From an optimization exercise on the open Yosys and OpenROAD flow, aimed at small area; shortcuts taken in it are not production practice. No functional check of the RTL was part of this run. Power is estimated from default activity; no workload was simulated.

File: design/flow/design.v
package rmt_pkg;
    function automatic int node_count(input int depth);
        node_count = (1 << depth) - 1;
    endfunction
    function automatic int leaf_count(input int depth);
        leaf_count = 1 << depth;
    endfunction
    function automatic int child_index(input int node, input logic go_right);
        child_index = 2 * node + (go_right ? 2 : 1);
    endfunction
    function automatic int leaf_offset(input int depth);
        leaf_offset = node_count(depth);
    endfunction
    function automatic int node_idx_width(input int depth);
        node_idx_width = depth + 1;
    endfunction
endpackage
module rmt_level_stage
#(
    parameter int DATA_WIDTH = 32,
    parameter int DEPTH      = 4,
    localparam int NODE_W    = rmt_pkg::node_idx_width(DEPTH)
) (
    input  logic                  clk,
    input  logic                  reset,
    input  logic                  in_valid,
    input  logic [DATA_WIDTH-1:0] in_key,
    input  logic [NODE_W-1:0]     in_node,
    input  logic [DATA_WIDTH-1:0] bound,
    output logic                  out_valid,
    output logic [DATA_WIDTH-1:0] out_key,
    output logic [NODE_W-1:0]     out_node
);
    logic go_right;
    assign go_right = (in_key >= bound);
    always_ff @(posedge clk) begin
        if (reset) begin
            out_valid <= 1'b0;
            out_key   <= '0;
            out_node  <= '0;
        end else begin
            out_valid <= in_valid;
            out_key   <= in_key;
            out_node  <= NODE_W'(rmt_pkg::child_index(int'(in_node), go_right));
        end
    end
endmodule
module range_match_tree_param
#(
    parameter int DATA_WIDTH = 32,
    parameter int DEPTH      = 5,
    parameter int RIDS_WIDTH = 32,
    localparam int NODE_W    = rmt_pkg::node_idx_width(DEPTH),
    localparam int NODES     = rmt_pkg::node_count(DEPTH),
    localparam int LEAVES    = rmt_pkg::leaf_count(DEPTH),
    localparam int WDATA_W   = (DATA_WIDTH > RIDS_WIDTH) ? DATA_WIDTH : RIDS_WIDTH
) (
    input  logic                  clk,
    input  logic                  reset,
    input  logic                  in_valid,
    input  logic [DATA_WIDTH-1:0] in_key,
    input  logic                  cfg_we,
    input  logic                  cfg_sel,
    input  logic [NODE_W-1:0]     cfg_addr,
    input  logic [WDATA_W-1:0]    cfg_wdata,
    output logic                  out_valid,
    output logic [RIDS_WIDTH-1:0] out_rids,
    output logic [DEPTH-1:0]      out_leaf
);
    localparam logic [NODE_W-1:0] NODES_LIMIT  = NODE_W'(NODES);
    localparam logic [NODE_W-1:0] LEAVES_LIMIT = NODE_W'(LEAVES);
    localparam logic [NODE_W-1:0] LEAF_BASE    = NODE_W'(rmt_pkg::leaf_offset(DEPTH));
    logic [DATA_WIDTH-1:0] bound_mem [NODES];
    logic [RIDS_WIDTH-1:0] rids_mem  [LEAVES];
    logic                  s_valid [DEPTH+1];
    logic [DATA_WIDTH-1:0] s_key   [DEPTH+1];
    logic [NODE_W-1:0]     s_node  [DEPTH+1];
    logic                  s0_valid;
    logic [DATA_WIDTH-1:0] s0_key;
    logic [DEPTH-1:0]      leaf;
    logic                  unused_last_key;
    always_ff @(posedge clk) begin
        if (reset) begin
            for (int i = 0; i < NODES; i++)  bound_mem[i] <= '0;
            for (int i = 0; i < LEAVES; i++) rids_mem[i]  <= '0;
        end else if (cfg_we) begin
            if (!cfg_sel && (cfg_addr < NODES_LIMIT))
                bound_mem[cfg_addr[DEPTH-1:0]] <= cfg_wdata[DATA_WIDTH-1:0];
            if (cfg_sel && (cfg_addr < LEAVES_LIMIT))
                rids_mem[cfg_addr[DEPTH-1:0]] <= cfg_wdata[RIDS_WIDTH-1:0];
        end
    end
    always_ff @(posedge clk) begin
        if (reset) begin
            s0_valid <= 1'b0;
            s0_key   <= '0;
        end else begin
            s0_valid <= in_valid;
            s0_key   <= in_key;
        end
    end
    assign s_valid[0] = s0_valid;
    assign s_key[0]   = s0_key;
    assign s_node[0]  = '0;
    for (genvar lvl = 0; lvl < DEPTH; lvl++) begin : g_level
        rmt_level_stage #(
            .DATA_WIDTH(DATA_WIDTH),
            .DEPTH     (DEPTH)
        ) u_stage (
            .clk      (clk),
            .reset    (reset),
            .in_valid (s_valid[lvl]),
            .in_key   (s_key[lvl]),
            .in_node  (s_node[lvl]),
            .bound    (bound_mem[s_node[lvl][DEPTH-1:0]]),
            .out_valid(s_valid[lvl+1]),
            .out_key  (s_key[lvl+1]),
            .out_node (s_node[lvl+1])
        );
    end
    assign leaf            = DEPTH'(s_node[DEPTH] - LEAF_BASE);
    assign unused_last_key = ^s_key[DEPTH];
    always_ff @(posedge clk) begin
        if (reset) begin
            out_valid <= 1'b0;
            out_rids  <= '0;
            out_leaf  <= '0;
        end else begin
            out_valid <= s_valid[DEPTH];
            if (s_valid[DEPTH]) begin
                out_rids <= rids_mem[leaf];
                out_leaf <= leaf;
            end
        end
    end
endmodule
File: design/flow/run.sh
#!/bin/bash
# synth_recipe.tcl (not shown) runs the flow's synth.tcl, then flattens the netlist and writes it again
# the make line also repeats each setting of config.mk as NAME=value (left out here)
make -C /OpenROAD-flow-scripts/flow DESIGN_CONFIG=/design/flow/config.mk WORK_HOME=/design/flow/orfs CLKGATE_MAP_FILE= SYNTH_SCRIPT=/design/flow/synth_recipe.tcl finish
File: design/flow/config.mk
export PLATFORM = sky130hd
export DESIGN_NAME = range_match_tree_param
export DESIGN_NICKNAME = range_match_tree_param
export VERILOG_FILES = /design/flow/design.v
export SDC_FILE = /design/flow/constraint.sdc
export NUM_CORES = 4
export LEC_CHECK = 0
export CAP_MARGIN = 20
export CORE_MARGIN = 2
export CORE_UTILIZATION = 40
export SLEW_MARGIN = 20
File: design/flow/constraint.sdc
create_clock -name core_clock -period 6.0 [get_ports {clk}]
set_input_delay 1.2000 -clock core_clock [delete_from_list [all_inputs] [get_ports {clk}]]
set_output_delay 1.2000 -clock core_clock [all_outputs]
set_load 0.01 [all_outputs]
==> reports/summary.txt <==
=================================================================================================
Result of the run                                                        timing/DRC/antenna clean
Length of the first detailed-routing pass in iterations                                         9
Cell type with the highest aggregate area in the netlist                             sky130_fd_sc_hd__edfxtp_1
Vias                                                                                        67482
Remaining global-route overflow                                                                 0
Commonest cells after routing, fill and taps aside                                   sky130_fd_sc_hd__edfxtp_1 (2048), sky130_fd_sc_hd__and2_1 (2017), sky130_fd_sc_hd__mux4_2 (1088)
Vias in the first global route                                                              69076
Setup repair after global routing missed its margin                                            no
Critical path capture point type                                                         register
Maximum clock skew at final layout                                                      0.0534 ns
First-pass GRT wire length                                                              523000 um
Starting Density                                                                            0.403
Num CTS Buffers                                                                               241
Root Buffer                                                                          sky130_fd_sc_hd__clkbuf_16
Number of antenna-violating nets in the routed design                                           0
FFs w/ async S/R, synth                                                                         0
Final count of hold timing violations                                                           0
Met1 usage in global routing                                                                0.335
Transition at the pin with the smallest max-transition slack                              1.10 ns
Critical path start-end classification                                                    reg2reg
Initial antenna violation count                                                                34
Drt total wl                                                                            368000 um
Number of failing setup endpoints in the final timing report                                    0
Most used routing layer                                                                      met2
Register clock-pin slew on the reported worst setup and hold paths                        0.06 ns
Clock buffer depth                                                                              4
Final number of max-transition violations                                                       0
Clock Sink Count                                                                             2273
Count of fill cells added during filler insertion                                           24755
Arrival time of the worst setup path                                                      5.78 ns
Number of flip-flops and latches in the synthesized netlist                                  2273
Setup TNS                                                                                    0 ns
Share of the clock period used by the worst path                                            0.836
Mean instance size in the synthesized netlist                                            15.4 um2
Global Route met3 Usage                                                                    0.0387
CTS tree                                                                                    built
Power density normalized to cell area                                                  298 nW/um2
Headroom to the max-slew limit                                                              0.245
Top cells by area, synth                                                             sky130_fd_sc_hd__edfxtp_1 (54%), sky130_fd_sc_hd__mux4_2 (21%), sky130_fd_sc_hd__and2_1 (11%)
Horiz. Die Dim                                                                             540 um
Number of synthesis warnings                                                                    8
Placeable core area                                                                    285000 um2
Sequential fraction of the synthesis area                                                   0.574
Cell row count                                                                                196
Total buffers and inverters traversed by the critical path                                      3
Die Y-Extent                                                                               540 um
Post-place instance area                                                               121000 um2
Slowest stage cell on the critical path                                              sky130_fd_sc_hd__dfxtp_4
Worst-case vdd ir drop                                                                   0.234 mV
Maximum achievable frequency                                                            0.199 GHz
Most frequent standard cell in the layout excluding fill and tap cells               sky130_fd_sc_hd__edfxtp_1
Die footprint                                                                          292000 um2
Share of post-route cells with drive strength above 1                                       0.250
Detailed placer's ending HPWL                                                           217000 um
Routability congestion estimate from global placement                                       0.886
Largest fanout of any net on the critical path                                                 25
IO Count                                                                                      113
Worst min path class                                                                      reg2reg
Relative area change from synthesis to final layout                                         11.9%
Clock latency on the worst-skew pair                                                      0.94 ns
Cell breakdown of the critical path                                                  buf_4 -> buf_4 -> mux4_2 -> mux4_2 -> mux2i_1 -> ha_1 -> a21o_1 -> a21oi_1 -> o21ai_0 -> a21oi_1 -> o31ai_1 -> buf_4 -> ha_1 -> ha_1 -> nor2b_1
Synth Flop Type                                                                      sky130_fd_sc_hd__edfxtp_1
Combined area of all synthesized cells                                                 115000 um2
Required @ worst endpoint                                                                 6.77 ns
EDFF count, synth                                                                            2048
Number of buffers inserted by port buffering                                                  112
Remaining DRCs                                                                                  0
Worst stage delay on the critical path                                                    0.85 ns
Largest net degree at the start of global routing                                             129
Final standard cell area without fillers                                               129000 um2
Number of gates resized after CTS                                                               0
Post-synth top area share                                                                   0.535
Post-CTS Hold Buffers                                                                           0
H-Tree Level Count                                                                              4
Via density per instance                                                                     5.93
Post-CTS setup buffers                                                                          0
Total routing resource utilization after global routing                                     0.250
Startpoint type of the worst setup path                                                  register
Time the final worst path needs with I/O delays and setup                                 5.02 ns
Post-Syn Instances                                                                           7463
Number of distinct library cell variants in the gate-level netlist after synthesis             48
Leakage dissipation                                                                       44.3 nW
Average wire per cell in the routed design                                                32.3 um
Count of max-cap constraint violations                                                          0
Post-layout nets                                                                             7649
Cell class contributing the biggest share of worst-path delay                        multiplexers
DRC marker count from the first detailed-route iteration                                     8989
Met2 capacity usage during global routing                                                   0.403
=================================================================================================
path summary, 6_finish.rpt:
| check | end | cells past startpoint | slack [ns] | startpoint |
|---|---|---|---|---|
| worst min register to register | g_level[1].u_stage.out_valid | 1 | 0.44 | g_level[0].u_stage.out_valid |
| worst max-delay path | g_level[4].u_stage.out_node[2] | 15 | 0.98 | s_node[4][0] |
| worst max register to register | g_level[4].u_stage.out_node[2] | 15 | 0.98 | s_node[4][0] |
| worst min-delay path | g_level[1].u_stage.out_valid | 1 | 0.44 | g_level[0].u_stage.out_valid |
area by class of cell:
cell class | instances | area, um2 | share of cell area
flip-flops and latches | 2273 | 66100 | 0.514
multi-input cells | 4401 | 46000 | 0.358
clock buffers | 311 | 6630 | 0.0515
well taps | 3762 | 4710 | 0.0366
repair buffers | 384 | 3660 | 0.0284
clock inverters | 133 | 1130 | 0.00877
inverters | 104 | 390 | 0.00304
diodes | 9 | 22.5 | 0.000175
power breakdown:
| part | switching, W | internal, W |
|---|---|---|
| Combinational | 0.00266 | 0.00224 |
| Clock | 0.00644 | 0.00852 |
| Sequential | 0.000519 | 0.0180 |
| Total | 0.00962 | 0.0288 |
Yosys cell counts, types with 4 or more instances:
library cell and number:
sky130_fd_sc_hd__buf_4 23, sky130_fd_sc_hd__buf_6 5, sky130_fd_sc_hd__o21ai_0 17, sky130_fd_sc_hd__nand3_1 13
sky130_fd_sc_hd__a21o_1 53, sky130_fd_sc_hd__buf_1 50, sky130_fd_sc_hd__nand3b_1 4, sky130_fd_sc_hd__nor3_1 22
sky130_fd_sc_hd__clkbuf_1 550, sky130_fd_sc_hd__mux2i_1 91, sky130_fd_sc_hd__ha_1 169, sky130_fd_sc_hd__o22ai_1 17
sky130_fd_sc_hd__nor4_1 36, sky130_fd_sc_hd__a211oi_1 6, sky130_fd_sc_hd__nand2_1 228, sky130_fd_sc_hd__a221oi_1 14
sky130_fd_sc_hd__edfxtp_1 2048, sky130_fd_sc_hd__dfxtp_1 225, sky130_fd_sc_hd__nor2b_1 195, sky130_fd_sc_hd__a31oi_1 18
sky130_fd_sc_hd__and3_1 16, sky130_fd_sc_hd__or3_1 4, sky130_fd_sc_hd__nor2_1 105, sky130_fd_sc_hd__xor2_1 6
sky130_fd_sc_hd__inv_1 104, sky130_fd_sc_hd__nand4_1 33, sky130_fd_sc_hd__and2_1 2017, sky130_fd_sc_hd__a21oi_1 118
sky130_fd_sc_hd__buf_2 88, sky130_fd_sc_hd__nand2b_1 5, sky130_fd_sc_hd__a2111oi_0 4, sky130_fd_sc_hd__xnor2_1 5
sky130_fd_sc_hd__mux4_2 1088, sky130_fd_sc_hd__or2_2 65
flip-flops by register name (all words and copies together), names as in the netlist:
name,flops
s0_key,32
rids_mem,1024
out_leaf,5
out_valid,1
g_level.u_stage.out_valid,5
g_level.u_stage.out_node,5
s_node,16
g_level.u_stage.out_key,128
out_rids,32
bound_mem,1024
s0_valid,1
metal layers:
metal  vias up  part of all wire
li1      27974                 -
met1     35337              0.39
met2      3451              0.48
met3       718             0.082
met4         2             0.051
met5         -          0.000035
kinds of logic after synthesis:
kind of cell | count (synthesis) | share of synthesized area
AND/OR/NAND/NOR | 2752 | 0.142
flip-flops | 2273 | 0.574
multiplexers | 1181 | 0.221
buffers and inverters | 820 | 0.0288
AO/OA/AOI/OAI | 256 | 0.0137
adder cells (fa/ha/maj) | 169 | 0.0184
XOR/XNOR | 11 | 0.000838
other | 1 | 0.0000326
through the flow:
step | setup WS [ns] | power [W] | utilization | hold slack [ns] | cells
final | 0.985 | 0.0384 | 0.451 | 0.437 | 11377
after global routing | 0.773 | 0.0394 | 0.451 | 0.449 | 11371
after CTS | 0.961 | 0.0386 | 0.451 | 0.443 | 11368
after detailed placement | 0.917 | 0.0237 | 0.423 | 0.425 | 10924
after global placement | 0.962 | 0.0237 | 0.423 | 0.428 | 10924
after floorplan | 2.14 | 0.0218 | - | 0.414 | 7494

-- afterwards: timing with drivers on the ports --
No port has a modelled driver above. Below, the same layout with a new extraction and two added sets of constraints.
Step 1: set_driving_cell puts a clkbuf_16 on clk and a buf_2 on each other input, an assumption about the parent block.
Step 2 moves the port delays by t, midway between the first and last clock arrival at a register: inputs arrive t later, outputs are due t later. That takes back most of the time a late clock gives input paths.
Three values: ideal, step 1, step 2; two values: the first two.
t (ns): 1.010
setup slack, ns: 0.985 / 0.985 / 0.985
worst slew at a driven data input, ns: 0.15
After both steps this run still meets setup and hold. For this run, drivers alone change the setup slack by 0.000 ns; drivers and shift together by 0.000 ns.
